This is an optimization exercise on Yosys and OpenROAD, whose aim is small area, not a production implementation. Where RTL was checked, it was by simulation tests only, not by an equivalence proof against the original. Only the layout flow was run in run 1; the RTL was not checked for function there. No activity file was given, so power comes from the tool's default toggle rates. The flow treats the clock pin as an ideal source, which a real chip does not have.

File: flow/run.sh
#!/bin/bash
# synth_recipe.tcl (not shown) runs the flow's synth.tcl, then flattens the netlist and writes it again
# the make line also repeats each setting of config.mk as NAME=value (left out here)
make -C /OpenROAD-flow-scripts/flow DESIGN_CONFIG=/design/flow/config.mk WORK_HOME=/design/flow/orfs CLKGATE_MAP_FILE= SYNTH_SCRIPT=/design/flow/synth_recipe.tcl finish
File: flow/config.mk
export PLATFORM = sky130hd
export DESIGN_NAME = npc_bp
export DESIGN_NICKNAME = npc_bp
export VERILOG_FILES = /design/flow/design.v
export SDC_FILE = /design/flow/constraint.sdc
export NUM_CORES = 4
export LEC_CHECK = 0
export CAP_MARGIN = 20
export CORE_MARGIN = 2
export CORE_UTILIZATION = 40
export SLEW_MARGIN = 20
export SYNTH_HIERARCHICAL = 1
File: flow/constraint.sdc
create_clock -name core_clock -period 9.0 [get_ports {clk}]
set_input_delay 1.8000 -clock core_clock [delete_from_list [all_inputs] [get_ports {clk}]]
set_output_delay 1.8000 -clock core_clock [all_outputs]
set_load 0.01 [all_outputs]
File: flow/design.v
package npc_pkg;
  typedef enum logic [2:0] {
    CTRL_SEQ  = 3'b000,
    CTRL_RSV  = 3'b001,
    CTRL_JAL  = 3'b010,
    CTRL_JALR = 3'b011,
    CTRL_BEQ  = 3'b100,
    CTRL_BNE  = 3'b101,
    CTRL_BLT  = 3'b110,
    CTRL_BGE  = 3'b111
  } ctrl_npc_e;
  localparam logic [1:0] CTR_SNT = 2'b00;
  localparam logic [1:0] CTR_WNT = 2'b01;
  localparam logic [1:0] CTR_WT  = 2'b10;
  localparam logic [1:0] CTR_ST  = 2'b11;
endpackage
import npc_pkg::*;
module npc_btb #(
  parameter int DATAWIDTH   = 32,
  parameter int BTB_ENTRIES = 16
) (
  input  logic                 clk,
  input  logic                 rst_n,
  input  logic [DATAWIDTH-1:2] lk_pc,
  input  logic [BTB_ENTRIES-1:0] lk_oh,
  output logic                 lk_taken,
  output logic [DATAWIDTH-1:0] lk_target,
  input  logic                 up_en,
  input  logic [DATAWIDTH-1:2] up_pc,
  input  logic                 up_taken,
  input  logic [DATAWIDTH-1:0] up_target
);
  localparam int IDX_W = $clog2(BTB_ENTRIES);
  localparam int TAG_W = DATAWIDTH - 2 - IDX_W;
  logic [BTB_ENTRIES-1:0]                vld_q;
  logic [BTB_ENTRIES-1:0][TAG_W-1:0]     tag_q;
  logic [BTB_ENTRIES-1:0][1:0]           ctr_q;
  logic [BTB_ENTRIES-1:0][DATAWIDTH-1:0] tgt_q;
  logic [IDX_W-1:0] lk_idx, up_idx;
  logic [TAG_W-1:0] lk_tag, up_tag;
  assign lk_idx = lk_pc[IDX_W+1:2];
  assign lk_tag = lk_pc[DATAWIDTH-1:IDX_W+2];
  assign up_idx = up_pc[IDX_W+1:2];
  assign up_tag = up_pc[DATAWIDTH-1:IDX_W+2];
  logic [BTB_ENTRIES-1:0] lk_sel, up_sel;
  always_comb begin
    for (int i = 0; i < BTB_ENTRIES; i++) begin
      lk_sel[i] = lk_oh[i];
      up_sel[i] = (up_idx == IDX_W'(i));
    end
  end
  logic                 lk_vld, lk_ctr1;
  logic [TAG_W-1:0]     lk_tagr;
  logic [DATAWIDTH-1:0] lk_tgt;
  logic                 up_vld;
  logic [TAG_W-1:0]     up_tagr;
  logic [1:0]           up_ctr;
  logic [BTB_ENTRIES-1:0] c_ctr0, c_ctr1;
  logic [TAG_W-1:0][BTB_ENTRIES-1:0] c_tag;
  logic [DATAWIDTH-1:0][BTB_ENTRIES-1:0] c_tgt;
  always_comb begin
    for (int i = 0; i < BTB_ENTRIES; i++) begin
      c_ctr0[i] = ctr_q[i][0];
      c_ctr1[i] = ctr_q[i][1];
      for (int b = 0; b < TAG_W; b++) c_tag[b][i] = tag_q[i][b];
      for (int b = 0; b < DATAWIDTH; b++) c_tgt[b][i] = tgt_q[i][b];
    end
  end
  npc_ohmux #(BTB_ENTRIES) u_lk_vld (.sel(lk_sel), .d(vld_q),  .q(lk_vld));
  npc_ohmux #(BTB_ENTRIES) u_lk_ctr (.sel(lk_sel), .d(c_ctr1), .q(lk_ctr1));
  npc_ohmux #(BTB_ENTRIES) u_up_vld (.sel(up_sel), .d(vld_q),  .q(up_vld));
  npc_ohmux #(BTB_ENTRIES) u_up_c0  (.sel(up_sel), .d(c_ctr0), .q(up_ctr[0]));
  npc_ohmux #(BTB_ENTRIES) u_up_c1  (.sel(up_sel), .d(c_ctr1), .q(up_ctr[1]));
  for (genvar b = 0; b < TAG_W; b++) begin : g_tag
    npc_ohmux #(BTB_ENTRIES) u_lk (.sel(lk_sel), .d(c_tag[b]), .q(lk_tagr[b]));
    npc_ohmux #(BTB_ENTRIES) u_up (.sel(up_sel), .d(c_tag[b]), .q(up_tagr[b]));
  end
  for (genvar b = 0; b < DATAWIDTH; b++) begin : g_tgt
    npc_ohmux #(BTB_ENTRIES) u_lk (.sel(lk_sel), .d(c_tgt[b]), .q(lk_tgt[b]));
  end
  assign lk_taken  = lk_vld && (lk_tagr == lk_tag) && lk_ctr1;
  assign lk_target = lk_tgt;
  logic       up_hit;
  logic [1:0] ctr_new;
  assign up_hit = up_vld && (up_tagr == up_tag);
  always_comb begin
    if (!up_hit)       ctr_new = CTR_WT;
    else if (up_taken) ctr_new = (up_ctr == CTR_ST)  ? CTR_ST  : up_ctr + 2'd1;
    else               ctr_new = (up_ctr == CTR_SNT) ? CTR_SNT : up_ctr - 2'd1;
  end
  logic wr_t, wr_c;
  assign wr_t = up_en && up_taken;
  assign wr_c = up_en && (up_taken || up_hit);
  always_ff @(posedge clk or negedge rst_n) begin
    if (!rst_n) vld_q <= '0;
    else        vld_q <= vld_q | ({BTB_ENTRIES{wr_t}} & up_sel);
  end
  always_ff @(posedge clk) begin
    for (int i = 0; i < BTB_ENTRIES; i++) begin
      if (wr_t && up_sel[i]) begin
        tag_q[i] <= up_tag;
        tgt_q[i] <= up_target;
      end
      if (wr_c && up_sel[i]) ctr_q[i] <= ctr_new;
    end
  end
endmodule
module npc_ohmux #(
  parameter int N = 32
) (
  input  logic [N-1:0] sel,
  input  logic [N-1:0] d,
  output logic         q
);
  localparam int G3 = N / 3;
  localparam int R  = N % 3;
  localparam int G  = G3 + (R != 0);
  logic [G-1:0] t_n;
  for (genvar g = 0; g < G3; g++) begin : g_aoi
    npc_aoi222 u_aoi (.s(sel[3*g +: 3]), .d(d[3*g +: 3]), .y_n(t_n[g]));
  end
  if (R == 2) begin : g_r2
    npc_aoi22 u_aoi (.s(sel[N-1 -: 2]), .d(d[N-1 -: 2]), .y_n(t_n[G-1]));
  end else if (R == 1) begin : g_r1
    assign t_n[G-1] = ~(sel[N-1] & d[N-1]);
  end
  npc_nand_or #(G) u_or (.a_n(t_n), .y(q));
endmodule
module npc_aoi222 (
  input  logic [2:0] s,
  input  logic [2:0] d,
  output logic       y_n
);
  assign y_n = ~|(s & d);
endmodule
module npc_aoi22 (
  input  logic [1:0] s,
  input  logic [1:0] d,
  output logic       y_n
);
  assign y_n = ~|(s & d);
endmodule
module npc_nand_or #(
  parameter int N = 11
) (
  input  logic [N-1:0] a_n,
  output logic         y
);
  assign y = ~&a_n;
endmodule
import npc_pkg::*;
module npc_bp #(
  parameter int                  DATAWIDTH   = 32,
  parameter int                  BTB_ENTRIES = 32,
  parameter logic [DATAWIDTH-1:0] RESET_PC   = 32'h0000_0000,
  parameter int                  CNT_WIDTH   = 16
) (
  input  logic                 clk,
  input  logic                 rst_n,
  input  logic                 stall,
  output logic [DATAWIDTH-1:0] pc,
  output logic [DATAWIDTH-1:0] pred_npc,
  output logic                 pred_taken,
  input  logic                 ex_valid,
  input  logic [DATAWIDTH-1:0] ex_pc,
  input  logic [DATAWIDTH-1:0] ex_pred_npc,
  input  logic [2:0]           ex_ctrl_NPC,
  input  logic [1:0]           ex_flags,
  input  logic [DATAWIDTH-1:0] ex_imm,
  input  logic [DATAWIDTH-1:0] ex_result_ALU,
  output logic [DATAWIDTH-1:0] ex_pc_add4,
  output logic                 flush,
  output logic [CNT_WIDTH-1:0] mispredict_cnt
);
  logic [DATAWIDTH-1:0] pc_q, pc_d;
  logic [CNT_WIDTH-1:0] cnt_q, cnt_d;
  logic [DATAWIDTH-1:0] btb_target, act_npc;
  logic                 btb_taken, act_taken, is_cti;
  logic [2:0]           ctrl;
  logic [BTB_ENTRIES-1:0] oh_q;
  npc_btb #(
    .DATAWIDTH  (DATAWIDTH),
    .BTB_ENTRIES(BTB_ENTRIES)
  ) u_btb (
    .clk      (clk),
    .rst_n    (rst_n),
    .lk_pc    (pc_q[DATAWIDTH-1:2]),
    .lk_oh    (oh_q),
    .lk_taken (btb_taken),
    .lk_target(btb_target),
    .up_en    (ex_valid && is_cti),
    .up_pc    (ex_pc[DATAWIDTH-1:2]),
    .up_taken (act_taken),
    .up_target(act_npc)
  );
  assign pc             = pc_q;
  assign pred_taken     = btb_taken;
  logic [DATAWIDTH-1:0] pc_add4, br_tgt;
  npc_inc4 #(DATAWIDTH) u_inc_pc (.a(pc_q),  .y(pc_add4));
  npc_inc4 #(DATAWIDTH) u_inc_ex (.a(ex_pc), .y(ex_pc_add4));
  npc_add  #(DATAWIDTH) u_add_br (.a(ex_pc), .b(ex_imm), .y(br_tgt));
  assign pred_npc       = btb_taken ? btb_target : pc_add4;
  assign mispredict_cnt = cnt_q;
  assign ctrl           = ex_ctrl_NPC;
  always_comb begin
    is_cti    = 1'b0;
    act_taken = 1'b0;
    case (ctrl)
      CTRL_JAL, CTRL_JALR: begin is_cti = 1'b1; act_taken = 1'b1;          end
      CTRL_BEQ:            begin is_cti = 1'b1; act_taken =  ex_flags[0];  end
      CTRL_BNE:            begin is_cti = 1'b1; act_taken = !ex_flags[0];  end
      CTRL_BLT:            begin is_cti = 1'b1; act_taken =  ex_flags[1];  end
      CTRL_BGE:            begin is_cti = 1'b1; act_taken = !ex_flags[1];  end
      default:             ;
    endcase
    if (ctrl == CTRL_JALR) act_npc = ex_result_ALU & {{(DATAWIDTH-1){1'b1}}, 1'b0};
    else if (act_taken)    act_npc = br_tgt;
    else                   act_npc = ex_pc_add4;
    flush = ex_valid && (act_npc != ex_pred_npc);
    if (flush)      pc_d = act_npc;
    else if (stall) pc_d = pc_q;
    else            pc_d = pred_npc;
    cnt_d = cnt_q;
    if (flush && (cnt_q != '1)) cnt_d = cnt_q + CNT_WIDTH'(1);
  end
  always_ff @(posedge clk or negedge rst_n) begin
    if (!rst_n) begin
      pc_q  <= RESET_PC;
      cnt_q <= '0;
    end else begin
      pc_q  <= pc_d;
      cnt_q <= cnt_d;
    end
  end
  always_ff @(posedge clk or negedge rst_n) begin
    if (!rst_n) oh_q <= BTB_ENTRIES'(1) << RESET_PC[$clog2(BTB_ENTRIES)+1:2];
    else        oh_q <= BTB_ENTRIES'(1) << pc_d[$clog2(BTB_ENTRIES)+1:2];
  end
endmodule
module npc_inc4 #(parameter int W = 32) (input logic [W-1:0] a, output logic [W-1:0] y);
  assign y = a + W'(4);
endmodule
module npc_add #(parameter int W = 32) (input logic [W-1:0] a, input logic [W-1:0] b, output logic [W-1:0] y);
  assign y = a + b;
endmodule
==> results of run 1 <==
[modules after synthesis, one instance, submodules excluded, excerpt]
module | cells inside | copies in the design | area, µm²
npc_aoi222 | 1 | 870 | 10.0
npc_bp | 643 | 1 | 5710
npc_aoi22 | 1 | 87 | 12.5
[synthesized netlist by cell type, drive strengths merged (34+ instances only)]
cell | number | area (µm²)
mux2 | 41 | 462
ha | 34 | 425
edfxtp | 1888 | 56700
nor3 | 63 | 330
a21oi | 71 | 355
o21ai | 46 | 241
buf | 43 | 294
xnor2 | 106 | 928
mux2i | 45 | 450
a222oi | 881 | 8820
inv | 47 | 176
a22oi | 88 | 1100
nand4 | 214 | 1350
dfrtp | 111 | 2780
or3 | 93 | 582
or2 | 40 | 250
nor2 | 151 | 647
nand3 | 176 | 891
clkbuf | 39 | 148
nand2 | 113 | 424
xor2 | 66 | 597
[worst max-delay path: cells and delay by family]
| kind | cells | cell delay [ns] |
|---|---|---|
| adders and majority gates | 1 | 0.50 |
| and+or+nand+nor | 1 | 0.23 |
| xor gates and xnor gates | 2 | 0.41 |
| buffers and inverters | 4 | 1.41 |
| muxes | 1 | 0.06 |
| AOI/OAI and AO/OA | 10 | 2.71 |
[power breakdown]
part	switching (mW)	internal, mW
Clock	3.64	4.77
Sequential	0.432	10.5
Combinational	2.26	1.08
Total	6.33	16.4
[cells by family (layout without fill, tap and decap cells)]
logic type,count (synthesis),in the layout
AND/OR/NAND/NOR,947,947
XOR/XNOR,172,172
flip-flops,2000,2000
AO/OA/AOI/OAI,1211,1211
buffers and inverters,131,958
adder cells (fa/ha/maj),36,36
other,0,17
multiplexers,86,86
[metrics by stage]
stage                     hold slack [ns]  power, mW  cell area [µm²]  setup slack [ns]
after floorplan                     0.454       12.4            79900             0.704
after global placement              0.471       14.2            88000            0.0244
after detailed placement            0.478       14.3            88000            0.0732
after CTS                           0.493       22.5            94600            0.0371
after global routing                0.516       23.1            94700           0.00316
final                               0.498       22.7            94700            0.0747
[area by class of cell]
cell class	count	area share [%]
clock inverters	114	1.25
diodes	17	0.0449
clock buffers	262	5.71
flip-flops and latches	2000	62.9
repair buffers	533	4.95
inverters	49	0.194
well taps	2656	3.51
multi-input cells	2452	21.4
[sequential cells by signal, indices dropped and copies added, names as in the netlist]
register	count
cnt_q	16
u_btb.vld_q	32
u_btb.tag_q	800
oh_q	32
u_btb.ctr_q	64
u_btb.tgt_q	1024
pc_q	32
[final timing paths]
| kind | start | endpoint | slack [ns] | cells after the start |
|---|---|---|---|---|
| max | ex_pc[5] | flush | 0.07 | 19 |
| min | u_btb.vld_q[10] | u_btb.vld_q[10] | 0.50 | 1 |
| max reg2reg | oh_q[3] | oh_q[19] | 2.94 | 14 |
| min reg2reg | u_btb.vld_q[10] | u_btb.vld_q[10] | 0.50 | 1 |
| max in group asynchronous | rst_n | oh_q[6] | 6.54 | 2 |
| min in group asynchronous | rst_n | u_btb.vld_q[29] | 0.87 | 1 |
[per-layer routing]
layer  part of all wire [%]  up-vias
met2                     45     5052
met5                  0.024        -
li1                       -    22200
met4                    8.8       10
met1                     33    29200
met3                     14     1136
==> qor.csv, run 1 <==
metric,value,unit
critPathSlowestCell,clkdlybuf4s50_1,
firstDrtPassIters,13,
cap_violations,0,
hp-class,flip-flop to flip-flop,
vias,57700,
clk_pin_slew,0.06,ns
synth_warnings,8,
final_cells,8083,
maxSlewHeadroom,11.3,%
tns,0,ns
finalSetupViolCount,0,
cellPowerDensity,239,mW/mm²
synth_area,0.0799,mm²
cts_max_path_buffers,3,
grt.busiest_layer,met2,
grt_max_degree,94,
cts_made_buffers,201,
cts-root-buf,clkbuf_16,
synth_seq_cells,2000,
finalMaxSlewViolations,0,
vdd_drop_max,0.000203,V
syn_area_per_cell,17.4,µm²
layout_commonest_cell,edfxtp_1,
rows,164,
skew,0.0648,ns
wirelength,343000,µm
drc_errors,0,
synth-xor-area-share,1.91,%
rsz0062_at_grt,no,
fillerInstances,17000,
die_w,451,µm
drt-wirelength-per-cell,42.4,µm
arrival,7.13,ns
drive_above_1_share,16.8,%
cts_num_sinks,2000,
die-area,0.203,mm²
viasPerCell,7.13,
synth-compound-area-share,14.6,%
htree_levels,4,
crit_path_frequent_cell,clkdlybuf4s50_1,
grt_use_met1,39.4,%
placed_cells,7688,
cp.required,7.20,ns
synth_top_family_by_area,compound AO/OA/AOI/OAI gates,
worst-setup-path-type,input port to primary output,
tritoncts,yes,
leakage,30.1,nW
synth_mux_area_share,1.14,%
final_nets,5409,
grt_pass1_vias,54600,
fin_crit,8.93,ns
holdBufCountCts,0,
synthArstFlopShare,5.60,%
die_h,451,µm
grt_use_total,32.7,%
crit_fanout,5,
cts_resized,0,
fp.coreArea,0.199,mm²
crit_chain,"clkdlybuf4s50_1, ha_2, o21ai_0, a21o_1, a211o_1, a2111o_1, a31oi_1, xor2_2, buf_4, mux2i_1, a21oi_1, o221ai_1, a21oi_2, xor2_1, nor3_1, o211ai_1, o41ai_4, inv_1, clkdlybuf4s50_1",
status,no timing/DRC/antenna violations,
fin_crit_sh,99.2,%
io_pins,251,
grt_pass1_wl,454000,µm
area_delta_synth_final,18.6,%
synth_cells,4583,
portBuffers,249,
drt_iter0_drc,14000,
gp_congestion,1.01,
fmax,112,MHz
initial_core_util,40.1,%
ant_nets,0,
ys_seq_area_share,74.5,%
antenna_found_initial,27,
worst_setup_path_start_kind,input port,
ys.flop_type,edfxtp_1,
grt.met2_usage,50.1,%
grt_overflow,0,
postCtsSetupRepairBufs,0,
yosysUniqueCellTypes,94,
tightest_slew,1.33,ns
synth_fp_nets,4755,
final_cell_mix,"edfxtp_1 (1,888), a222oi_1 (881), buf_4 (277)",
synth-adder-area-share,0.570,%
critPathMaxStageDelay,0.64,ns
synth-simple-area-share,6.56,%
dp_hpwl,205000,µm
hold_viol,0,
multiInputGateArea,0.0203,mm²
gr-usage-met3,9.69,%
synth_edf_count,1888,
cp-end-kind,primary output,
insertion_delay,0.89,ns
regArea,0.0596,mm²
fin_util,47.6,%
==> run 2: changes to the inputs <==
--- a/flow/design.v
+++ b/flow/design.v
@@ -115,15 +115,13 @@
   localparam int G3 = N / 3;
   localparam int R  = N % 3;
-  localparam int G  = G3 + (R != 0);
-  logic [G-1:0] t_n;
+  logic [G3-1:0] t_n;
   for (genvar g = 0; g < G3; g++) begin : g_aoi
     npc_aoi222 u_aoi (.s(sel[3*g +: 3]), .d(d[3*g +: 3]), .y_n(t_n[g]));
   end
-  if (R == 2) begin : g_r2
-    npc_aoi22 u_aoi (.s(sel[N-1 -: 2]), .d(d[N-1 -: 2]), .y_n(t_n[G-1]));
-  end else if (R == 1) begin : g_r1
-    assign t_n[G-1] = ~(sel[N-1] & d[N-1]);
-  end
-  npc_nand_or #(G) u_or (.a_n(t_n), .y(q));
+  logic [R-1:0] r_n;
+  for (genvar r = 0; r < R; r++) begin : g_rem
+    npc_nand2 u_nd (.a(sel[3*G3 + r]), .b(d[3*G3 + r]), .y_n(r_n[r]));
+  end
+  npc_nand_or #(G3 + R) u_or (.a_n({r_n, t_n}), .y(q));
 endmodule
 module npc_aoi222 (
@@ -134,10 +132,10 @@
   assign y_n = ~|(s & d);
 endmodule
-module npc_aoi22 (
-  input  logic [1:0] s,
-  input  logic [1:0] d,
-  output logic       y_n
-);
-  assign y_n = ~|(s & d);
+module npc_nand2 (
+  input  logic a,
+  input  logic b,
+  output logic y_n
+);
+  assign y_n = ~(a & b);
 endmodule
 module npc_nand_or #(
@@ -173,9 +171,10 @@
   output logic [CNT_WIDTH-1:0] mispredict_cnt
 );
-  logic [DATAWIDTH-1:0] pc_q, pc_d;
-  logic [CNT_WIDTH-1:0] cnt_q, cnt_d;
-  logic [DATAWIDTH-1:0] btb_target, act_npc;
-  logic                 btb_taken, act_taken, is_cti;
-  logic [2:0]           ctrl;
+  localparam int IDX_W = $clog2(BTB_ENTRIES);
+  logic [DATAWIDTH-1:0]   pc_q, pc_d;
+  logic [CNT_WIDTH-1:0]   cnt_q, cnt_d, cnt_inc;
+  logic [DATAWIDTH-1:0]   btb_target, act_npc, pc_add4, br_tgt;
+  logic                   btb_taken, act_taken, is_cti;
+  logic [2:0]             ctrl;
   logic [BTB_ENTRIES-1:0] oh_q;
   npc_btb #(
@@ -194,10 +193,10 @@
     .up_target(act_npc)
   );
-  assign pc             = pc_q;
-  assign pred_taken     = btb_taken;
-  logic [DATAWIDTH-1:0] pc_add4, br_tgt;
   npc_inc4 #(DATAWIDTH) u_inc_pc (.a(pc_q),  .y(pc_add4));
   npc_inc4 #(DATAWIDTH) u_inc_ex (.a(ex_pc), .y(ex_pc_add4));
   npc_add  #(DATAWIDTH) u_add_br (.a(ex_pc), .b(ex_imm), .y(br_tgt));
+  npc_inc1 #(CNT_WIDTH) u_inc_cnt (.a(cnt_q), .y(cnt_inc));
+  assign pc             = pc_q;
+  assign pred_taken     = btb_taken;
   assign pred_npc       = btb_taken ? btb_target : pc_add4;
   assign mispredict_cnt = cnt_q;
@@ -222,5 +221,5 @@
     else            pc_d = pred_npc;
     cnt_d = cnt_q;
-    if (flush && (cnt_q != '1)) cnt_d = cnt_q + CNT_WIDTH'(1);
+    if (flush && (cnt_q != '1)) cnt_d = cnt_inc;
   end
   always_ff @(posedge clk or negedge rst_n) begin
@@ -234,12 +233,79 @@
   end
   always_ff @(posedge clk or negedge rst_n) begin
-    if (!rst_n) oh_q <= BTB_ENTRIES'(1) << RESET_PC[$clog2(BTB_ENTRIES)+1:2];
-    else        oh_q <= BTB_ENTRIES'(1) << pc_d[$clog2(BTB_ENTRIES)+1:2];
-  end
-endmodule
-module npc_inc4 #(parameter int W = 32) (input logic [W-1:0] a, output logic [W-1:0] y);
-  assign y = a + W'(4);
-endmodule
-module npc_add #(parameter int W = 32) (input logic [W-1:0] a, input logic [W-1:0] b, output logic [W-1:0] y);
-  assign y = a + b;
-endmodule
+    if (!rst_n) oh_q <= BTB_ENTRIES'(1) << RESET_PC[IDX_W+1:2];
+    else        oh_q <= BTB_ENTRIES'(1) << pc_d[IDX_W+1:2];
+  end
+endmodule
+module npc_inc4 #(
+  parameter int W = 32
+) (
+  input  logic [W-1:0] a,
+  output logic [W-1:0] y
+);
+  localparam int NB = (W - 2 + 3) / 4;
+  logic [W-1:0]  c;
+  logic [NB-1:0] ba;
+  always_comb begin
+    c = '0;
+    for (int k = 0; k < NB; k++) begin
+      ba[k] = 1'b1;
+      for (int i = 2 + 4*k; i < 2 + 4*k + 4; i++)
+        if (i < W) ba[k] = ba[k] & a[i];
+    end
+    for (int k = 0; k < NB; k++) begin
+      logic bc;
+      bc = 1'b1;
+      for (int j = 0; j < k; j++) bc = bc & ba[j];
+      for (int i = 2 + 4*k; i < 2 + 4*k + 4; i++) begin
+        if (i < W) begin
+          c[i] = bc;
+          for (int m = 2 + 4*k; m < i; m++) c[i] = c[i] & a[m];
+        end
+      end
+    end
+  end
+  assign y[1:0] = a[1:0];
+  assign y[W-1:2] = a[W-1:2] ^ c[W-1:2];
+endmodule
+module npc_inc1 #(
+  parameter int W = 16
+) (
+  input  logic [W-1:0] a,
+  output logic [W-1:0] y
+);
+  logic [W:0] c;
+  assign c[0] = 1'b1;
+  for (genvar i = 0; i < W; i++) begin : g_bit
+    assign y[i]   = a[i] ^ c[i];
+    assign c[i+1] = a[i] & c[i];
+  end
+endmodule
+module npc_add #(
+  parameter int W = 32
+) (
+  input  logic [W-1:0] a,
+  input  logic [W-1:0] b,
+  output logic [W-1:0] y
+);
+  logic [W-1:0] g, p, gc;
+  assign g = a & b;
+  assign p = a ^ b;
+  always_comb begin
+    logic [W-1:0] gg, pp;
+    gg = g;
+    pp = p;
+    for (int l = 1; l < W; l = l * 2)
+      for (int i = 2*l - 1; i < W; i += 2*l) begin
+        gg[i] = gg[i] | (pp[i] & gg[i-l]);
+        pp[i] = pp[i] & pp[i-l];
+      end
+    for (int l = W / 4; l >= 1; l = l / 2)
+      for (int i = 3*l - 1; i < W; i += 2*l) begin
+        gg[i] = gg[i] | (pp[i] & gg[i-l]);
+        pp[i] = pp[i] & pp[i-l];
+      end
+    gc = gg;
+  end
+  assign y[0] = p[0];
+  assign y[W-1:1] = p[W-1:1] ^ gc[W-2:0];
+endmodule
==> flow/flow/run.sh (new file) <==
#!/bin/bash
# Standard ORFS layout (the standard.sh) with two changes: clock-tree
# synthesis uses clkbuf_16 with larger sink clusters and no dummy loads, and
# the port buffers are plain buf_2 cells. Each tool's output is kept in a log
# file in the work folder.
set -euo pipefail
export CTS_ARGS="-sink_clustering_enable -repair_clock_nets -dont_use_dummy_load -buf_list sky130_fd_sc_hd__clkbuf_16 -sink_clustering_size 20 -sink_clustering_max_diameter 60"
export BUFFER_PORTS_ARGS="-buffer_cell sky130_fd_sc_hd__buf_2"
bash standard.sh > standard_make.log 2>&1 || { tail -50 standard_make.log; exit 1; }
==> flow/standard.sh (new file) <==
#!/bin/bash
# synth_recipe.tcl (not shown) runs the flow's synth.tcl, then flattens the netlist and writes it again
# the make line also repeats each setting of config.mk as NAME=value (left out here)
make -C /OpenROAD-flow-scripts/flow DESIGN_CONFIG=/design/flow/config.mk WORK_HOME=/design/flow/orfs CLKGATE_MAP_FILE= SYNTH_SCRIPT=/design/flow/synth_recipe.tcl "${@:-finish}"
--- a/flow/config.mk
+++ b/flow/config.mk
@@ -7,6 +7,9 @@
 export LEC_CHECK = 0
 export CAP_MARGIN = 20
+export CELL_PAD_IN_SITES_DETAIL_PLACEMENT = 1
+export CELL_PAD_IN_SITES_GLOBAL_PLACEMENT = 1
 export CORE_MARGIN = 2
 export CORE_UTILIZATION = 40
+export PLACE_DENSITY = 0.45
 export SLEW_MARGIN = 20
 export SYNTH_HIERARCHICAL = 1
removed: flow/run.sh
==> run 2 against run 1 <==
Still clean. Routed wire length is 10% higher. Synthesized cell count is 1.3% lower. Fmax is 4.1% higher. Global-route usage is 3.9 points higher. Sequential share of layout area is 2.9 points higher. Clock skew is 0.016 ns higher. First-iteration DRC count is 11% lower. Critical path type unchanged. Critical endpoint unchanged. Largest power group unchanged. Highest routed layer unchanged.
==> qor.csv, run 2 <==
metric,value,unit,change
rsz0062_at_grt,no,,
fmax,117,MHz,+4.1%
grt_overflow,0,,unchanged
synth_top_area_cell,edfxtp_1,,
final_cell_mix,"edfxtp_1 (1,888), a222oi_1 (870), nand2_1 (320)",,
cts_resized,0,,unchanged
pre_cts_slack,0.492,ns,+0.419 ns
maxSlewHeadroom,18.5,%,+7.2 points
gp_congestion,0.921,,-8.4%
ys_seq_area_share,75.1,%,+0.66 points
leakage,29.5,nW,-2.2%
regMostFlops,u_btb.tgt_q,,
vdd_drop_max,0.000190,V,-6.5%
arrival,6.77,ns,-0.36 ns
vias,56200,,-2.6%
rows,163,,-0.61%
cp-end-kind,primary output,,
reg_top3,"u_btb.tgt_q (1024), u_btb.tag_q (800), u_btb.ctr_q (64)",,
tns,0,ns,unchanged
whs_path_depth,1,,unchanged
viasPerCell,7.18,,+0.65%
status,no timing/DRC/antenna violations,,
whs,0.495,ns,-0.00364 ns
p_total,21.2,mW,-6.4%
hold_path_end,u_btb.vld_q[22],,
synth.most_common_cell,edfxtp_1,,
synth_top_area_share,71.6,%,+0.63 points
ant_nets,0,,unchanged
drc_errors,0,,unchanged
cts-root-buf,clkbuf_16,,
clk_pin_slew,0.06,ns,about the same
r2r-end,oh_q[17],,
holdCritStartpoint,u_btb.vld_q[22],,
die-area,0.202,mm²,-0.88%
dp_hpwl,242000,µm,+18%
synth_edf_count,1888,,unchanged
initial_core_util,40.2,%,+0.055 points
skew,0.0807,ns,+0.0159 ns
ys.flop_type,edfxtp_1,,
syn_area_per_cell,17.5,µm²,+0.45%
cts_made_buffers,165,,-18%
fp.coreArea,0.197,mm²,-1.0%
worstRegToRegCells,14,,unchanged
yosysUniqueCellTypes,79,,-16%
synth_seq_cells,2000,,unchanged
cts_max_path_buffers,3,,unchanged
grt_use_total,36.6,%,+3.9 points
io_pins,251,,unchanged
fin_crit,8.57,ns,-0.355 ns
worst_setup_path_start_kind,input port,,
drt-wirelength-per-cell,48.3,µm,+14%
die_h,449,µm,-0.44%
finalSetupViolCount,0,,unchanged
synthArstFlopShare,5.60,%,unchanged
final_nets,5406,,-0.055%
synth_fp_nets,4762,,+0.15%
fin_crit_sh,95.2,%,-3.9 points
area_delta_synth_final,14.4,%,
crit_fanout,4,,-1
tightest_slew,1.22,ns,-0.103 ns
hold_viol,0,,unchanged
wirelength,378000,µm,+10%
netlist_top_cells_area,"edfxtp_1 (72%), a222oi_1 (11%), dfrtp_1 (3.5%), nand4_1 (2.3%), nand2_1 (1.5%)",,
synth_cells,4522,,-1.3%
drt_iter0_drc,12400,,-11%
synth_warnings,10,,+2
yosys-top-cells-count,"edfxtp_1 (1,888), a222oi_1 (870), nand2_1 (322)",,
cts_num_sinks,2000,,unchanged
cp.required,7.20,ns,about the same
worst-setup-path-type,input port to primary output,,
firstDrtPassIters,15,,+2
setup_slack,0.429,ns,+0.355 ns
holdBufCountCts,0,,unchanged
hp-class,flip-flop to flip-flop,,
antenna_found_initial,54,,+100%
die_w,449,µm,-0.44%
finalMaxSlewViolations,0,,unchanged
largest_reg_flops,1024,,unchanged
drive_above_1_share,19.4,%,+2.6 points
portBuffers,249,,unchanged
rrSetupSlack,2.27,ns,-0.67 ns
fillerInstances,18800,,+11%
synth_area,0.0792,mm²,-0.88%
grt_pass1_vias,55100,,+0.81%
insertion_delay,0.89,ns,about the same
grt_max_degree,59,,-37%
cap_violations,0,,unchanged
tritoncts,yes,,
layout_commonest_cell,edfxtp_1,,
r2r_start,oh_q[5],,
grt_pass1_wl,498000,µm,+9.6%
htree_levels,4,,unchanged
cellPowerDensity,234,mW/mm²,-2.1%
postCtsSetupRepairBufs,0,,unchanged
## run 2: cells by family (layout without fill, tap and decap cells)
group | count (synthesis) | count (layout) | synth area share (%)
simple gates | 993 | 993 | 6.60
other cells | 0 | 20 | 0
buf+inv | 136 | 778 | 0.747
fa+ha+maj | 104 | 104 | 1.79
flops | 2000 | 2000 | 75.1
mux | 158 | 158 | 2.15
xor+xnor | 109 | 109 | 1.21
compound gates | 1022 | 1022 | 12.4
## run 2: routing by layer
layer  global-route usage, %  wire [µm]
met2                    55.3     167000
met4                    22.4      26500
met1                    48.1     141000
met5                       0        115
met3                    8.48      42900
## run 2: Yosys stat by module (local to each module, per instance), a selection
module,cells inside,cell area [µm²],flip-flops and latches
npc_bp,667,6040,80
npc_aoi222,1,10.0,0
npc_nand2,1,3.75,0
## run 2: report_power, final
| part | switching, mW | internal (mW) | total [mW] |
|---|---|---|---|
| Clock | 3.21 | 3.22 | 6.42 |
| Sequential | 0.496 | 10.5 | 11.0 |
| Combinational | 2.62 | 1.16 | 3.78 |
## run 2: critical path, stage by stage
cell	delay, ns
buf_2	0.11
ha_1	0.32
fa_1	0.51
a211oi_1	0.39
o211ai_2	0.18
a21oi_1	0.30
o211a_1	0.33
a32oi_1	0.14
fa_1	0.40
xor2_1	0.21
a21oi_1	0.16
nor4_1	0.06
a311o_1	0.31
o31a_1	0.25
nor4_1	0.27
o2111ai_1	0.37
o21ai_4	0.33
inv_2	0.15
buf_2	0.17
## run 2: layout make-up
| type | count | area [µm²] | share of cell area (%) |
|---|---|---|---|
| well taps | 2640 | 3300 | 3.65 |
| diodes | 20 | 50.0 | 0.0552 |
| repair buffers | 540 | 3520 | 3.89 |
| clock buffers | 165 | 4130 | 4.56 |
| multi-input cells | 2386 | 19700 | 21.7 |
| inverters | 73 | 274 | 0.302 |
| flip-flops and latches | 2000 | 59600 | 65.8 |
## run 2: how the worst max path moves through the flow
stage | end | cells after the start | slack (ns) | startpoint
5_1_grt | flush | 19 | 0.27 | ex_pc[0]
2_1_floorplan | flush | 18 | 0.81 | ex_pc[0]
3_3_place_gp | flush | 18 | 0.45 | ex_pc[0]
6_report | flush | 19 | 0.43 | ex_pc[0]
4_1_cts | flush | 18 | 0.46 | ex_pc[0]
3_5_place_dp | flush | 18 | 0.49 | ex_pc[0]
## run 2: metrics by stage
| step | util (%) | cells | area [µm²] |
|---|---|---|---|
| floorplan | - | 4522 | 79200 |
| global placement | 43.8 | 7638 | 86400 |
| detailed placement | 43.8 | 7638 | 86400 |
| CTS | 45.9 | 7803 | 90500 |
| global route | 46.0 | 7815 | 90600 |
| finish | 46.0 | 7824 | 90600 |
==> run 3: changes to the inputs <==
==> flow/run.sh (new file) <==
#!/bin/bash
# synth_recipe.tcl (not shown) runs the flow's synth.tcl, then flattens the netlist and writes it again
# the make line also repeats each setting of config.mk as NAME=value (left out here)
make -C /OpenROAD-flow-scripts/flow DESIGN_CONFIG=/design/flow/config.mk WORK_HOME=/design/flow/orfs CLKGATE_MAP_FILE= SYNTH_SCRIPT=/design/flow/synth_recipe.tcl finish
--- a/flow/config.mk
+++ b/flow/config.mk
@@ -11,4 +11,7 @@
 export CORE_MARGIN = 2
 export CORE_UTILIZATION = 40
+export CTS_BUF_LIST = sky130_fd_sc_hd__clkbuf_16
+export CTS_CLUSTER_DIAMETER = 60
+export CTS_CLUSTER_SIZE = 20
 export PLACE_DENSITY = 0.45
 export SLEW_MARGIN = 20
removed: flow/flow/run.sh
removed: flow/standard.sh
==> run 3 against run 2 <==
Hold slack improved by 0.0088 ns. Design area increased by 3.2%. Sequential cell count unchanged. Synthesized area unchanged. Worst setup slack got worse by 0.25 ns. Clock-buffer cell count decreased by 3. Routed wire length decreased by 1.4%. Die area unchanged. Combinational power increased by 3%. Power increased by 5.9%. Final cell count increased by 2.0%. First-iteration DRC count decreased by 7.7%. Critical endpoint unchanged.
==> qor.csv, run 3 <==
metric,value,unit,change
status,no timing/DRC/antenna violations,,
reg_top3,"u_btb.tgt_q (1024), u_btb.tag_q (800), u_btb.ctr_q (64)",,
drc_errors,0,,unchanged
worst_setup_path_start_kind,input port,,
synth_edf_count,1888,,unchanged
initial_core_util,40.2,%,unchanged
netlist_top_cells_area,"edfxtp_1 (72%), a222oi_1 (11%), dfrtp_1 (3.5%), nand4_1 (2.3%), nand2_1 (1.5%)",,
setup_slack,0.177,ns,-0.253 ns
insertion_delay,0.85,ns,-0.04 ns
arrival,7.02,ns,+0.25 ns
cts_made_buffers,159,,-3.6%
p_total,22.5,mW,+5.9%
die-area,0.202,mm²,unchanged
grt_max_degree,60,,+1.7%
cp_top_family,compound AO/OA/AOI/OAI gates,,
ys.flop_type,edfxtp_1,,
power.internal,15.6,mW,+4.5%
crit_chain,"clkdlybuf4s50_1, ha_2, fa_2, a211oi_2, buf_4, o211ai_4, a21o_2, nand2b_1, a21oi_2, fa_1, inv_1, o22ai_1, or4_1, a22o_1, or4_1, a2111o_1, o21ai_4, inv_4, dlygate4sd2_1",,
crit_fanout,4,,unchanged
gp_congestion,0.972,,+5.5%
fmax,113,MHz,-2.9%
tritoncts,yes,,
dp_hpwl,239000,µm,-1.2%
antenna_found_initial,17,,-69%
synth.most_common_cell,edfxtp_1,,
crit_path_frequent_cell,or4_1,,
wirelength,373000,µm,-1.4%
final_cells,7982,,+2.0%
grt_pass1_wl,493000,µm,-1.0%
final_cell_mix,"edfxtp_1 (1,888), a222oi_1 (870), buf_4 (332)",,
grt_use_total,36.0,%,-0.60 points
drt_iter0_drc,11400,,-7.7%
cellPowerDensity,240,mW/mm²,+2.6%
viasPerCell,7.02,,-2.2%
critPathMaxStageDelay,0.50,ns,about the same
cp.required,7.20,ns,about the same
worst-path-buf-inv,5,,+2
fin_crit,8.82,ns,+0.253 ns
worst-setup-path-type,input port to primary output,,
clkPwrFrac,33.5,%,+3.3 points
vias,56000,,-0.25%
fillerInstances,18700,,-0.47%
rsz0062_at_grt,no,,
skew,0.0318,ns,-0.0489 ns
whs,0.503,ns,+0.00881 ns
vdd_drop_max,0.000203,V,+6.8%
yosysUniqueCellTypes,79,,unchanged
tightest_slew,1.24,ns,+0.0172 ns
maxSlewHeadroom,17.4,%,-1.1 points
synth_fp_nets,4762,,unchanged
fin_util,47.5,%,+1.5 points
synthArstFlopShare,5.60,%,unchanged
die_w,449,µm,unchanged
grt_overflow,0,,unchanged
cts_max_path_buffers,3,,unchanged
rrSetupSlack,2.32,ns,+0.05 ns
layout_commonest_cell,edfxtp_1,,
firstDrtPassIters,9,,-6
yosys-top-cells-count,"edfxtp_1 (1,888), a222oi_1 (870), nand2_1 (322)",,
clk_pin_slew,0.09,ns,+0.03 ns
finalSetupViolCount,0,,unchanged
largest_reg_flops,1024,,unchanged
cp-end-kind,primary output,,
synth_cells,4522,,unchanged
placed_cells,7684,,+0.60%
synth_top_area_share,71.6,%,unchanged
area_delta_synth_final,18.1,%,
drt-wirelength-per-cell,46.7,µm,-3.4%
cts-root-buf,clkbuf_16,,
cap_violations,0,,unchanged
synth_seq_cells,2000,,unchanged
synth_area,0.0792,mm²,unchanged
fin_crit_sh,98.0,%,+2.8 points
switchingPower,6.90,mW,+9.1%
synth_warnings,10,,unchanged
place_area,0.0879,mm²,+1.8%
leakage,30.3,nW,+2.8%
ys_seq_area_share,75.1,%,unchanged
pre_cts_slack,-0.356,ns,-0.849 ns
fp.coreArea,0.197,mm²,unchanged
grt_pass1_vias,55600,,+0.95%
hp-class,flip-flop to flip-flop,,
finalMaxSlewViolations,0,,unchanged
tns,0,ns,unchanged
die_h,449,µm,unchanged
final_nets,5446,,+0.74%
cts_num_sinks,2000,,unchanged
drive_above_1_share,17.2,%,-2.1 points
hold_viol,0,,unchanged
sw_frac_of_total,30.7,%,+0.90 points
synth_top_area_cell,edfxtp_1,,
regMostFlops,u_btb.tgt_q,,
seqPwrFrac,49.2,%,-2.7 points
rows,163,,unchanged
syn_area_per_cell,17.5,µm²,unchanged
finalInstanceArea,0.0935,mm²,+3.2%
critPathSlowestCell,or4_1,,
power_frac_comb,17.3,%,-0.5 points
htree_levels,4,,unchanged
ant_nets,0,,unchanged
io_pins,251,,unchanged
portBuffers,249,,unchanged
-- run 3: cell count changes in the layout (fill, tap and decap cells not counted), sizes merged, moves of 8 or more --
cell and change:
bufinv +9, clkinv +46, clkinvlp +8, buf -199, inv +69, diode -17
clkdlybuf4s50 +244
-- run 3: Yosys stat by module (local to each module, per instance), excerpt --
| module | area, µm² | cells | copies in the design |
|---|---|---|---|
| npc_aoi222 | 10.0 | 1 | 870 |
| npc_bp | 6040 | 667 | 1 |
| npc_nand2 | 3.75 | 1 | 174 |
-- run 3: power by group through the flow --
stage	sequential [mW]	combinational [mW]	clock [mW]
3_3_place_gp	11.3	3.78	0
5_1_grt	11.1	4.01	7.91
6_report	11.1	3.89	7.53
2_1_floorplan	11.0	1.62	0
3_5_place_dp	11.3	3.80	0
4_1_cts	11.0	3.82	7.62
-- run 3: final cells by class --
cell class                 count  area [µm²]  area share, %
antenna                        3        7.51        0.00803
clock buffer                 162        4050           4.34
clock inverter               132        1440           1.54
inverter                      73         277          0.296
multi-input combinational   2386       19700           21.1
sequential                  2000       59600           63.8
tap                         2640        3300           3.53
timing repair buffer         586        5070           5.42
-- run 3: repair_timing --
item | 4_1_cts | 5_1_grt
buffers inserted | 1 | 0
gates resized for setup | 6 | 3
hold buffers | 0 | 0
pin swaps | 3 | 3
setup endpoints to repair | 1 | 1
-- run 3: kinds of logic (layout without fill, tap and decap cells) --
group	Yosys count	in the layout	synth area share, %
mux	158	158	2.15
flops	2000	2000	75.1
buf+inv	136	953	0.747
simple gates	993	993	6.60
fa+ha+maj	104	104	1.79
other cells	0	3	0
xor+xnor	109	109	1.21
compound gates	1022	1022	12.4
-- run 3: path summary, 6_finish.rpt --
check / cells past startpoint / start / endpoint
max: 19 / ex_pc[0] / flush
min: 1 / u_btb.vld_q[6] / u_btb.vld_q[6]
max reg2reg: 15 / oh_q[12] / oh_q[12]
min reg2reg: 1 / u_btb.vld_q[6] / u_btb.vld_q[6]
max in group asynchronous: 2 / rst_n / oh_q[14]
min in group asynchronous: 1 / rst_n / pc_q[27]
-- run 3: layer usage --
metal	GRT usage, %	wire (µm)
met3	6.70	36200
met1	46.4	139000
met2	56.7	171000
met4	21.9	26600
met5	0	41
==> run 4: changes to the inputs <==
--- a/flow/design.v
+++ b/flow/design.v
@@ -23,5 +23,4 @@
   input  logic                 rst_n,
   input  logic [DATAWIDTH-1:2] lk_pc,
-  input  logic [BTB_ENTRIES-1:0] lk_oh,
   output logic                 lk_taken,
   output logic [DATAWIDTH-1:0] lk_target,
@@ -46,5 +45,5 @@
   always_comb begin
     for (int i = 0; i < BTB_ENTRIES; i++) begin
-      lk_sel[i] = lk_oh[i];
+      lk_sel[i] = (lk_idx == IDX_W'(i));
       up_sel[i] = (up_idx == IDX_W'(i));
     end
@@ -171,5 +170,4 @@
   output logic [CNT_WIDTH-1:0] mispredict_cnt
 );
-  localparam int IDX_W = $clog2(BTB_ENTRIES);
   logic [DATAWIDTH-1:0]   pc_q, pc_d;
   logic [CNT_WIDTH-1:0]   cnt_q, cnt_d, cnt_inc;
@@ -177,5 +175,4 @@
   logic                   btb_taken, act_taken, is_cti;
   logic [2:0]             ctrl;
-  logic [BTB_ENTRIES-1:0] oh_q;
   npc_btb #(
     .DATAWIDTH  (DATAWIDTH),
@@ -185,5 +182,4 @@
     .rst_n    (rst_n),
     .lk_pc    (pc_q[DATAWIDTH-1:2]),
-    .lk_oh    (oh_q),
     .lk_taken (btb_taken),
     .lk_target(btb_target),
@@ -195,5 +191,7 @@
   npc_inc4 #(DATAWIDTH) u_inc_pc (.a(pc_q),  .y(pc_add4));
   npc_inc4 #(DATAWIDTH) u_inc_ex (.a(ex_pc), .y(ex_pc_add4));
-  npc_add  #(DATAWIDTH) u_add_br (.a(ex_pc), .b(ex_imm), .y(br_tgt));
+  logic [DATAWIDTH-1:0] addend;
+  assign addend = act_taken ? ex_imm : DATAWIDTH'(4);
+  npc_add  #(DATAWIDTH) u_add_br (.a(ex_pc), .b(addend), .y(br_tgt));
   npc_inc1 #(CNT_WIDTH) u_inc_cnt (.a(cnt_q), .y(cnt_inc));
   assign pc             = pc_q;
@@ -214,6 +212,5 @@
     endcase
     if (ctrl == CTRL_JALR) act_npc = ex_result_ALU & {{(DATAWIDTH-1){1'b1}}, 1'b0};
-    else if (act_taken)    act_npc = br_tgt;
-    else                   act_npc = ex_pc_add4;
+    else                   act_npc = br_tgt;
     flush = ex_valid && (act_npc != ex_pred_npc);
     if (flush)      pc_d = act_npc;
@@ -232,8 +229,4 @@
     end
   end
-  always_ff @(posedge clk or negedge rst_n) begin
-    if (!rst_n) oh_q <= BTB_ENTRIES'(1) << RESET_PC[IDX_W+1:2];
-    else        oh_q <= BTB_ENTRIES'(1) << pc_d[IDX_W+1:2];
-  end
 endmodule
 module npc_inc4 #(
==> flow/flow/run.sh (new file) <==
#!/bin/bash
# Standard ORFS layout (the standard.sh) with two changes: clock-tree
# synthesis uses clkbuf_16 with larger sink clusters and no dummy loads, and
# the port buffers are plain buf_2 cells. Each tool's output is kept in a log
# file in the work folder.
set -euo pipefail
export CTS_ARGS="-sink_clustering_enable -repair_clock_nets -dont_use_dummy_load -buf_list sky130_fd_sc_hd__clkbuf_16 -sink_clustering_size 30 -sink_clustering_max_diameter 100"
export BUFFER_PORTS_ARGS="-buffer_cell sky130_fd_sc_hd__buf_2"
bash standard.sh > standard_make.log 2>&1 || { tail -50 standard_make.log; exit 1; }
==> flow/standard.sh (new file) <==
#!/bin/bash
# synth_recipe.tcl (not shown) runs the flow's synth.tcl, then flattens the netlist and writes it again
# the make line also repeats each setting of config.mk as NAME=value (left out here)
make -C /OpenROAD-flow-scripts/flow DESIGN_CONFIG=/design/flow/config.mk WORK_HOME=/design/flow/orfs CLKGATE_MAP_FILE= SYNTH_SCRIPT=/design/flow/synth_recipe.tcl "${@:-finish}"
==> flow/config.mk (replaced) <==
export PLATFORM = sky130hd
export DESIGN_NAME = npc_bp
export DESIGN_NICKNAME = npc_bp
export VERILOG_FILES = /design/flow/design.v
export SDC_FILE = /design/flow/constraint.sdc
export NUM_CORES = 4
export LEC_CHECK = 0
export CAP_MARGIN = 10
export CELL_PAD_IN_SITES_DETAIL_PLACEMENT = 1
export CELL_PAD_IN_SITES_GLOBAL_PLACEMENT = 1
export CORE_MARGIN = 2
export CORE_UTILIZATION = 40
export PLACE_DENSITY = 0.5
export SLEW_MARGIN = 10
export SYNTH_HIERARCHICAL = 1
removed: flow/run.sh
==> run 4 against run 3 <==
Utilization decreased by 2.4 points. Clock-buffer cell count shrank 81. Design area is 7.1% lower. Power is 16% lower. Hold slack better by 0.0079 ns.
==> qor.csv, run 4 <==
metric,value,unit,change
ys.flop_type,edfxtp_1,,
rows,161,,-1.2%
tns,0,ns,unchanged
placed_cells,7371,,-4.1%
final_cell_mix,"edfxtp_1 (1,888), a222oi_1 (872), nand4_1 (295)",,
synth_seq_cells,1968,,-1.6%
fillerInstances,18300,,-2.2%
arrival,7.00,ns,-0.02 ns
die_w,444,µm,-1.1%
place_area,0.0846,mm²,-3.8%
layout_commonest_cell,edfxtp_1,,
finalInstanceArea,0.0868,mm²,-7.1%
fin_util,45.1,%,-2.4 points
finalSetupViolCount,0,,unchanged
ys_seq_area_share,75.8,%,+0.63 points
fp.coreArea,0.193,mm²,-2.2%
vias,53400,,-4.7%
synth_cells,4377,,-3.2%
tritoncts,yes,,
worst_setup_path_start_kind,input port,,
dp_hpwl,229000,µm,-4.3%
firstDrtPassIters,14,,+5
yosysUniqueCellTypes,70,,-11%
initial_core_util,40.2,%,about the same
fmax,114,MHz,+0.24%
cap_violations,0,,unchanged
tightest_slew,1.32,ns,+0.0824 ns
vdd_drop_max,0.000163,V,-20%
ant_nets,0,,unchanged
fin_crit_sh,97.8,%,-0.24 points
io_pins,251,,unchanged
insertion_delay,0.79,ns,-0.06 ns
largest_reg_flops,1024,,unchanged
grt_pass1_vias,52200,,-6.2%
grt_overflow,0,,unchanged
status,no timing/DRC/antenna violations,,
hold_viol,0,,unchanged
final_cells,7513,,-5.9%
whs_path_depth,1,,unchanged
antenna_found_initial,39,,+22
synth.most_common_cell,edfxtp_1,,
regMostFlops,u_btb.tgt_q,,
synth_area,0.0775,mm²,-2.2%
cts_max_path_buffers,3,,unchanged
syn_area_per_cell,17.7,µm²,+1.1%
area_delta_synth_final,12.1,%,
wirelength,356000,µm,-4.6%
die_h,444,µm,-1.1%
cts_num_sinks,1968,,-1.6%
rsz0062_at_grt,no,,
synth_edf_count,1888,,unchanged
skew,0.110,ns,+0.0782 ns
grt_pass1_wl,470000,µm,-4.6%
hp-class,flip-flop to flip-flop,,
final_nets,5169,,-5.1%
clk_pin_slew,0.08,ns,about the same
portBuffers,249,,unchanged
cts_made_buffers,81,,-49%
cp-end-kind,primary output,,
synthArstFlopShare,4.07,%,-1.5 points
netlist_top_cells_area,"edfxtp_1 (73%), a222oi_1 (11%), dfrtp_1 (2.6%), nand4_1 (2.4%), nand2_1 (1.4%)",,
cellPowerDensity,217,mW/mm²,-9.7%
rrSetupSlack,2.57,ns,+0.25 ns
grt_use_total,35.3,%,-0.75 points
drt-wirelength-per-cell,47.4,µm,+1.4%
synth_top_area_share,73.2,%,+1.6 points
synth_fp_nets,4617,,-3.0%
worst-setup-path-type,input port to primary output,,
grt_max_degree,65,,+8.3%
fin_crit,8.80,ns,-0.0213 ns
drive_above_1_share,17.5,%,+0.28 points
leakage,27.7,nW,-8.6%
crit_fanout,6,,+2
drc_errors,0,,unchanged
cts-root-buf,clkbuf_16,,
synth_warnings,10,,unchanged
viasPerCell,7.11,,+1.2%
finalMaxSlewViolations,0,,unchanged
yosys-top-cells-count,"edfxtp_1 (1,888), a222oi_1 (872), nand4_1 (295)",,
synth_top_area_cell,edfxtp_1,,
worstRegToRegCells,16,,+1
drt_iter0_drc,11000,,-3.8%
htree_levels,3,,-1
reg_top3,"u_btb.tgt_q (1024), u_btb.tag_q (800), u_btb.ctr_q (64)",,
cp.required,7.20,ns,about the same
gp_congestion,0.891,,-8.4%
die-area,0.197,mm²,-2.2%
maxSlewHeadroom,11.7,%,-5.7 points
[run 4: cell type report]
type | count | area, µm² | area share, %
antenna | 60 | 150 | 0.173
multi-input combinational | 2278 | 19000 | 21.8
timing repair buffer | 529 | 3580 | 4.12
tap | 2526 | 3160 | 3.64
clock buffer | 81 | 2030 | 2.33
sequential | 1968 | 58700 | 67.6
inverter | 71 | 267 | 0.307
[run 4: final timing paths]
path	to	from
hold reg to reg	u_btb.vld_q[20]	u_btb.vld_q[20]
max in group asynchronous	u_btb.vld_q[13]	rst_n
setup / recovery	flush	ex_ctrl_NPC[2]
min in group asynchronous	pc_q[1]	rst_n
setup reg to reg	pc_q[27]	pc_q[2]
hold / removal	u_btb.vld_q[20]	u_btb.vld_q[20]
[run 4: per-layer routing]
layer  global-route usage (%)  wire length [µm]  vias to the layer above
met1                     46.0            134000                    28600
li1                         -                 -                    20800
met2                     56.9            166000                     3353
met4                     17.7             21700                       10
met5                        0                64                        -
met3                     6.39             34300                      645
[run 4: power by group]
group | internal [mW] | switching (mW)
Combinational | 0.997 | 2.80
Sequential | 10.4 | 0.182
Clock | 1.63 | 2.82
[run 4: worst max-delay path: stages]
cell	delay, ns
buf_2	0.11
buf_4	0.15
nand3_1	0.08
o21ai_0	0.13
a21oi_4	0.41
buf_4	0.20
nand2b_1	0.08
ha_1	0.31
a211oi_2	0.31
o211ai_2	0.11
buf_4	0.19
a21o_1	0.20
a41oi_2	0.31
buf_4	0.19
o21ai_1	0.08
fa_1	0.50
nor2b_1	0.19
nor4_1	0.27
buf_4	0.17
a31oi_1	0.10
a211oi_1	0.25
nand4_1	0.19
o21ai_4	0.24
buf_12	0.16
inv_1	0.08
buf_2	0.15
[run 4: logic make-up (layout without fill, tap and decap cells)]
group           Yosys count  after routing  synth area share, %
mux                      89             89                 1.28
other cells               0             60                    0
xor+xnor                101            101                 1.14
buf+inv                 131            681                0.749
flops                  1968           1968                 75.8
fa+ha+maj               104            104                 1.83
simple gates            984            984                 6.77
compound gates         1000           1000                 12.5
[run 4: stage by stage]
stage / total power, mW / hold WS [ns] / setup WS, ns
finish: 18.9 / 0.511 / 0.198
global placement: 14.5 / 0.476 / 0.00239
floorplan: 12.3 / 0.454 / 1.10
CTS: 18.8 / 0.504 / 0.00659
global route: 19.3 / 0.529 / 0.00217
detailed placement: 14.5 / 0.483 / -0.0589
[run 4: modules after synthesis, one instance, submodules excluded, excerpt]
module	copies in the design	cells	area, µm²
npc_bp	1	476	4100
npc_aoi222	870	1	10.0
npc_nand2	174	1	3.75
[run 4: repair_timing]
item	4_1_cts	5_1_grt
pin swaps	1	0
endpoints found under the hold margin	0	0
setup endpoints to repair	1	1
hold buffers	0	0
gates resized for setup	1	9
setup buffers	0	0
==> run 5: changes to the inputs <==
==> flow/flow/run.sh (replaced) <==
#!/bin/bash
# Standard ORFS layout (the standard.sh) with two changes: clock-tree
# synthesis uses clkbuf_16 with larger sink clusters and no dummy loads, and
# the port buffers are plain buf_1 cells. Each tool's output is kept in a log
# file in the work folder.
set -euo pipefail
export CTS_ARGS="-sink_clustering_enable -repair_clock_nets -dont_use_dummy_load -buf_list sky130_fd_sc_hd__clkbuf_16 -sink_clustering_size 30 -sink_clustering_max_diameter 100"
export BUFFER_PORTS_ARGS="-buffer_cell sky130_fd_sc_hd__buf_1"
bash standard.sh > standard_make.log 2>&1 || { tail -50 standard_make.log; exit 1; }
--- a/flow/config.mk
+++ b/flow/config.mk
@@ -11,5 +11,5 @@
 export CORE_MARGIN = 2
 export CORE_UTILIZATION = 40
-export PLACE_DENSITY = 0.5
+export PLACE_DENSITY = 0.6
 export SLEW_MARGIN = 10
 export SYNTH_HIERARCHICAL = 1
==> run 5 against run 4 <==
Highest routed layer unchanged. Die area unchanged. Still clean. Non-clock buffer count is 8 higher. Final cell count down 0.21%. Critical path type unchanged. Hold slack gained 0.0075 ns. Largest cell class unchanged. Sequential cell count did not move.
==> qor.csv, run 5 <==
metric,value,unit,change
crit_path_frequent_cell,inv_1,,
antenna_found_initial,33,,-15%
area_delta_synth_final,11.5,%,
p_total,18.6,mW,-1.5%
initial_core_util,40.2,%,unchanged
synth_seq_cells,1968,,unchanged
critPathSlowestCell,fa_1,,
leakage,27.0,nW,-2.3%
cts_num_sinks,1968,,unchanged
drt-wirelength-per-cell,44.7,µm,-5.6%
layout_commonest_cell,edfxtp_1,,
cts_max_path_buffers,3,,unchanged
regMostFlops,u_btb.tgt_q,,
worst-setup-path-type,input port to primary output,,
pre_cts_slack,0.156,ns,+0.215 ns
status,no timing/DRC/antenna violations,,
syn_area_per_cell,17.7,µm²,unchanged
ys_seq_area_share,75.8,%,unchanged
seqPwrFrac,57.1,%,+0.8 points
viasPerCell,7.23,,+1.7%
final_nets,5175,,+0.12%
final_cell_mix,"edfxtp_1 (1,888), a222oi_1 (872), nand4_1 (295)",,
tns,0,ns,unchanged
ys.flop_type,edfxtp_1,,
fmax,115,MHz,+1.6%
vias,54200,,+1.5%
clk_pin_slew,0.12,ns,+0.04 ns
die-area,0.197,mm²,unchanged
vdd_drop_max,0.000162,V,-0.37%
synthArstFlopShare,4.07,%,unchanged
tritoncts,yes,,
clkPwrFrac,23.3,%,-0.3 points
finalMaxSlewViolations,0,,unchanged
hp-class,flip-flop to flip-flop,,
switchingPower,5.59,mW,-3.4%
gp_congestion,0.935,,+5.0%
holdBufCountCts,0,,unchanged
synth_top_area_cell,edfxtp_1,,
cp_top_family,compound AO/OA/AOI/OAI gates,,
drc_errors,0,,unchanged
grt_pass1_vias,52600,,+0.92%
synth.most_common_cell,edfxtp_1,,
skew,0.0856,ns,-0.0244 ns
portBuffers,249,,unchanged
htree_levels,3,,unchanged
worst_setup_path_start_kind,input port,,
cp-end-kind,primary output,,
maxSlewHeadroom,16.1,%,+4.4 points
grt_overflow,0,,unchanged
sw_frac_of_total,30.1,%,-0.60 points
grt_pass1_wl,446000,µm,-5.2%
yosysUniqueCellTypes,70,,unchanged
die_w,444,µm,unchanged
rsz0062_at_grt,no,,
yosys-top-cells-count,"edfxtp_1 (1,888), a222oi_1 (872), nand4_1 (295)",,
synth_fp_nets,4617,,unchanged
power_frac_comb,19.6,%,-0.5 points
power.internal,13.0,mW,-0.66%
largest_reg_flops,1024,,unchanged
rows,161,,unchanged
firstDrtPassIters,13,,-1
synth_top_area_share,73.2,%,unchanged
io_pins,251,,unchanged
grt_use_total,32.9,%,-2.4 points
dp_hpwl,216000,µm,-5.9%
drive_above_1_share,13.0,%,-4.5 points
cp.required,7.20,ns,about the same
finalSetupViolCount,0,,unchanged
reg_top3,"u_btb.tgt_q (1024), u_btb.tag_q (800), u_btb.ctr_q (64)",,
tightest_slew,1.26,ns,-0.0658 ns
synth_cells,4377,,unchanged
setup_slack,0.334,ns,+0.136 ns
crit_chain,"buf_1, inv_1, o21ai_0, o21ai_0, o22ai_2, a21oi_4, and2_1, ha_1, fa_1, a211oi_2, o211ai_2, a21o_1, a41oi_4, o21bai_1, fa_1, inv_1, a221oi_2, a31oi_1, a2111oi_1, nand4_1, o21ai_4, buf_12, inv_1, buf_1",,
fp.coreArea,0.193,mm²,unchanged
grt_max_degree,65,,unchanged
netlist_top_cells_area,"edfxtp_1 (73%), a222oi_1 (11%), dfrtp_1 (2.6%), nand4_1 (2.4%), nand2_1 (1.4%)",,
fin_crit,8.67,ns,-0.136 ns
whs,0.519,ns,+0.00746 ns
cellPowerDensity,215,mW/mm²,-0.95%
hold_viol,0,,unchanged
cap_violations,0,,unchanged
critPathMaxStageDelay,0.54,ns,+0.04 ns
synth_warnings,10,,unchanged
worst-path-buf-inv,6,,-3
insertion_delay,0.75,ns,-0.04 ns
synth_edf_count,1888,,unchanged
fin_crit_sh,96.3,%,-1.5 points
synth_area,0.0775,mm²,unchanged
die_h,444,µm,unchanged
crit_fanout,7,,+1
cts_made_buffers,79,,-2.5%
drt_iter0_drc,12100,,+9.8%
ant_nets,0,,unchanged
wirelength,335000,µm,-5.8%
arrival,6.87,ns,-0.13 ns
cts-root-buf,clkbuf_16,,
run 5: cell families after synthesis:
kind of cell	share of synthesized area [%]
XOR/XNOR	1.14
buffers and inverters	0.749
multiplexers	1.28
adder cells (fa/ha/maj)	1.83
AND/OR/NAND/NOR	6.77
flip-flops	75.8
AO/OA/AOI/OAI	12.5
run 5: path summary, 6_finish.rpt:
kind,start,to,slack [ns],cells after the start
max,ex_ctrl_NPC[2],flush,0.33,24
min,u_btb.vld_q[22],u_btb.vld_q[22],0.52,1
max reg2reg,pc_q[2],pc_q[27],2.70,16
min reg2reg,u_btb.vld_q[22],u_btb.vld_q[22],0.52,1
max in group asynchronous,rst_n,pc_q[10],6.54,2
min in group asynchronous,rst_n,u_btb.vld_q[12],1.05,1
run 5: per-layer routing:
layer / part of all wire (%) / GRT usage [%] / wire length, µm / vias to the layer above
met5: 0.033 / 0.0977 / 109 / -
met1: 36 / 43.2 / 121000 / 28500
li1: - / - / - / 20800
met4: 6.8 / 19.5 / 22700 / 16
met2: 45 / 50.2 / 149000 / 4081
met3: 12 / 7.45 / 41800 / 758
run 5: layout make-up:
| class | count | area, µm² |
|---|---|---|
| clock buffer | 79 | 1980 |
| multi-input combinational | 2278 | 18900 |
| sequential | 1968 | 58700 |
| tap | 2526 | 3160 |
| fill | 18600 | 106000 |
| antenna | 38 | 95.1 |
| inverter | 71 | 267 |
| timing repair buffer | 537 | 3230 |
run 5: repair_timing:
action                                  in CTS  in global routing
resized for setup                            0                  5
endpoints found under the setup margin       0                  1
setup buffers                                0                  1
run 5: power by group through the flow:
stage / sequential [mW] / clock, mW / combinational [mW]
after floorplan: 10.8 / 0 / 1.51
after global placement: 10.8 / 0 / 3.47
after detailed placement: 10.8 / 0 / 3.52
after CTS: 10.6 / 4.36 / 3.53
after global routing: 10.6 / 4.60 / 3.71
final: 10.6 / 4.33 / 3.63
run 5: through the flow:
stage / utilization (%) / instance area, µm² / instances
CTS: 44.7 / 86200 / 7456
finish: 44.8 / 86400 / 7497
detailed placement: 43.7 / 84200 / 7377
floorplan: - / 77500 / 4377
global placement: 43.7 / 84200 / 7377
global route: 44.8 / 86300 / 7490
run 5: per-module statistics from Yosys (local to each module, per instance), excerpt:
module	copies in the design	cell area, µm²	cells	flip-flops and latches
npc_nand2	174	3.75	1	0
npc_aoi222	870	10.0	1	0
npc_bp	1	4100	476	48
run 5: worst register-to-register path: cells and delay by family (launching register included):
family                 cells  cell delay, ns
AND/OR/NAND/NOR            8            3.15
buffers and inverters      3            1.16
flip-flops                 1            0.72
multiplexers               2            0.71
AO/OA/AOI/OAI              2            0.33
XOR/XNOR                   1            0.14
==> run 6: changes to the inputs <==
--- a/flow/config.mk
+++ b/flow/config.mk
@@ -11,5 +11,5 @@
 export CORE_MARGIN = 2
 export CORE_UTILIZATION = 40
-export PLACE_DENSITY = 0.6
+export PLACE_DENSITY = 0.7
 export SLEW_MARGIN = 10
 export SYNTH_HIERARCHICAL = 1
==> run 6 against run 5 <==
Sequential power is essentially flat. Sequential share of layout area up 0.15 points. Synthesized cell count did not move. Clock skew grew 0.021 ns. Still clean on timing, DRC and antenna. Largest cell class unchanged. Clock power shrank 2%. First-iteration DRC count rose by 2.6%. Largest power group unchanged. Die area stayed put. Hold slack worse by 0.0067 ns.
==> qor.csv, run 6 <==
metric,value,unit,change
tritoncts,yes,,
worst-setup-path-type,input port to primary output,,
r2r-end,pc_q[24],,
drt_iter0_drc,12400,,+2.6%
viasPerCell,7.23,,about the same
synth_cells,4377,,unchanged
rrSetupSlack,2.36,ns,-0.34 ns
drive_above_1_share,12.1,%,-0.87 points
die_w,444,µm,unchanged
yosys-top-cells-count,"edfxtp_1 (1,888), a222oi_1 (872), nand4_1 (295)",,
drt-wirelength-per-cell,42.7,µm,-4.5%
fillerInstances,18600,,+0.41%
maxSlewHeadroom,14.0,%,-2.0 points
fp.coreArea,0.193,mm²,unchanged
power.internal,12.9,mW,-0.21%
cap_violations,0,,unchanged
worstSetupEndpoint,flush,,
switchingPower,5.55,mW,-0.76%
regMostFlops,u_btb.tgt_q,,
cp.required,7.20,ns,about the same
cts-root-buf,clkbuf_16,,
grt_use_total,31.4,%,-1.5 points
p_total,18.5,mW,-0.37%
reg_top3,"u_btb.tgt_q (1024), u_btb.tag_q (800), u_btb.ctr_q (64)",,
synth.most_common_cell,edfxtp_1,,
ys.flop_type,edfxtp_1,,
largest_reg_flops,1024,,unchanged
clkPwrFrac,23.0,%,-0.3 points
ys_seq_area_share,75.8,%,unchanged
finalMaxSlewViolations,0,,unchanged
firstDrtPassIters,14,,+1
cts_made_buffers,78,,-1.3%
cts_num_sinks,1968,,unchanged
tns,0,ns,unchanged
worst-path-buf-inv,6,,unchanged
setup_slack,0.331,ns,-0.00310 ns
fmax,115,MHz,about the same
skew,0.107,ns,+0.0213 ns
synth_edf_count,1888,,unchanged
status,no timing/DRC/antenna violations,,
critPathMaxStageDelay,0.57,ns,+0.03 ns
crit_start,ex_ctrl_NPC[1],,
seqPwrFrac,57.4,%,+0.3 points
grt_pass1_vias,53500,,+1.7%
yosysUniqueCellTypes,70,,unchanged
insertion_delay,0.78,ns,+0.03 ns
sw_frac_of_total,30.0,%,-0.12 points
fin_crit,8.67,ns,+0.00310 ns
ant_nets,0,,unchanged
-- run 6: metrics by stage --
| stage | hold WS (ns) | instances |
|---|---|---|
| floorplan | 0.454 | 4377 |
| finish | 0.512 | 7489 |
| detailed placement | 0.481 | 7330 |
| global route | 0.531 | 7480 |
| global placement | 0.469 | 7330 |
| CTS | 0.511 | 7408 |
-- run 6: cell type report --
class	instances	share of cell area, %
flip-flops and latches	1968	68.1
multi-input cells	2278	22.0
well taps	2526	3.67
repair buffers	489	3.44
clock buffers	78	2.27
inverters	71	0.309
diodes	79	0.229
-- run 6: Yosys stat by module, one instance, submodules excluded, excerpt --
module      cells inside  copies in the design  area [µm²]
npc_aoi222             1                   870        10.0
npc_bp               476                     1        4100
npc_nand2              1                   174        3.75
-- run 6: power by group through the flow --
stage | sequential, mW | combinational [mW] | clock [mW]
final | 10.6 | 3.63 | 4.25
after global routing | 10.6 | 3.68 | 4.50
after CTS | 10.6 | 3.46 | 4.25
after detailed placement | 10.8 | 3.45 | 0
after global placement | 10.8 | 3.37 | 0
after floorplan | 10.8 | 1.51 | 0
-- run 6: worst reg2reg max path, cell delays in order, from the launching register on --
cell	delay, ns
dfrtp_1	0.67
nand2b_1	0.62
nor2_4	1.10
buf_4	0.74
a222oi_1	0.33
nand4_1	0.16
or3_1	0.31
xor2_1	0.13
nor4_1	0.29
nand4_1	0.30
nor4_2	0.28
buf_4	0.48
mux2_2	0.45
mux2i_1	0.40
nand2_1	0.13
o21a_1	0.15
-- run 6: routing by layer --
metal  global-route usage (%)  wire, µm  vias to the layer above
li1                         -         -                    20700
met1                     38.3    106000                    27800
met2                     48.9    144000                     4632
met3                     8.19     42700                     1009
met4                     21.8     26300                       14
met5                    0.269       120                        -
-- run 6: how the worst min path moves through the flow --
stage / to / start / cells past startpoint / slack [ns]
floorplan: u_btb.vld_q[12] / u_btb.vld_q[12] / 1 / 0.45
global placement: u_btb.vld_q[5] / u_btb.vld_q[5] / 1 / 0.47
detailed placement: u_btb.vld_q[24] / u_btb.vld_q[24] / 1 / 0.48
CTS: u_btb.vld_q[21] / u_btb.vld_q[21] / 1 / 0.51
global route: u_btb.vld_q[24] / u_btb.vld_q[24] / 1 / 0.53
finish: u_btb.vld_q[24] / u_btb.vld_q[24] / 1 / 0.51
-- run 6: logic make-up after synthesis --
kind of cell / after synthesis / share of synthesized area, %
compound gates: 1000 / 12.5
flops: 1968 / 75.8
fa+ha+maj: 104 / 1.83
xor+xnor: 101 / 1.14
mux: 89 / 1.28
simple gates: 984 / 6.77
buf+inv: 131 / 0.749

Setup slack of run 6, layout unchanged: 0.331 ns with ideal ports, 0.299 ns with driving cells assumed (clock clkbuf_16, inputs buf_2), 0.305 ns with port delays also shifted by the 0.809 ns mid clock arrival.
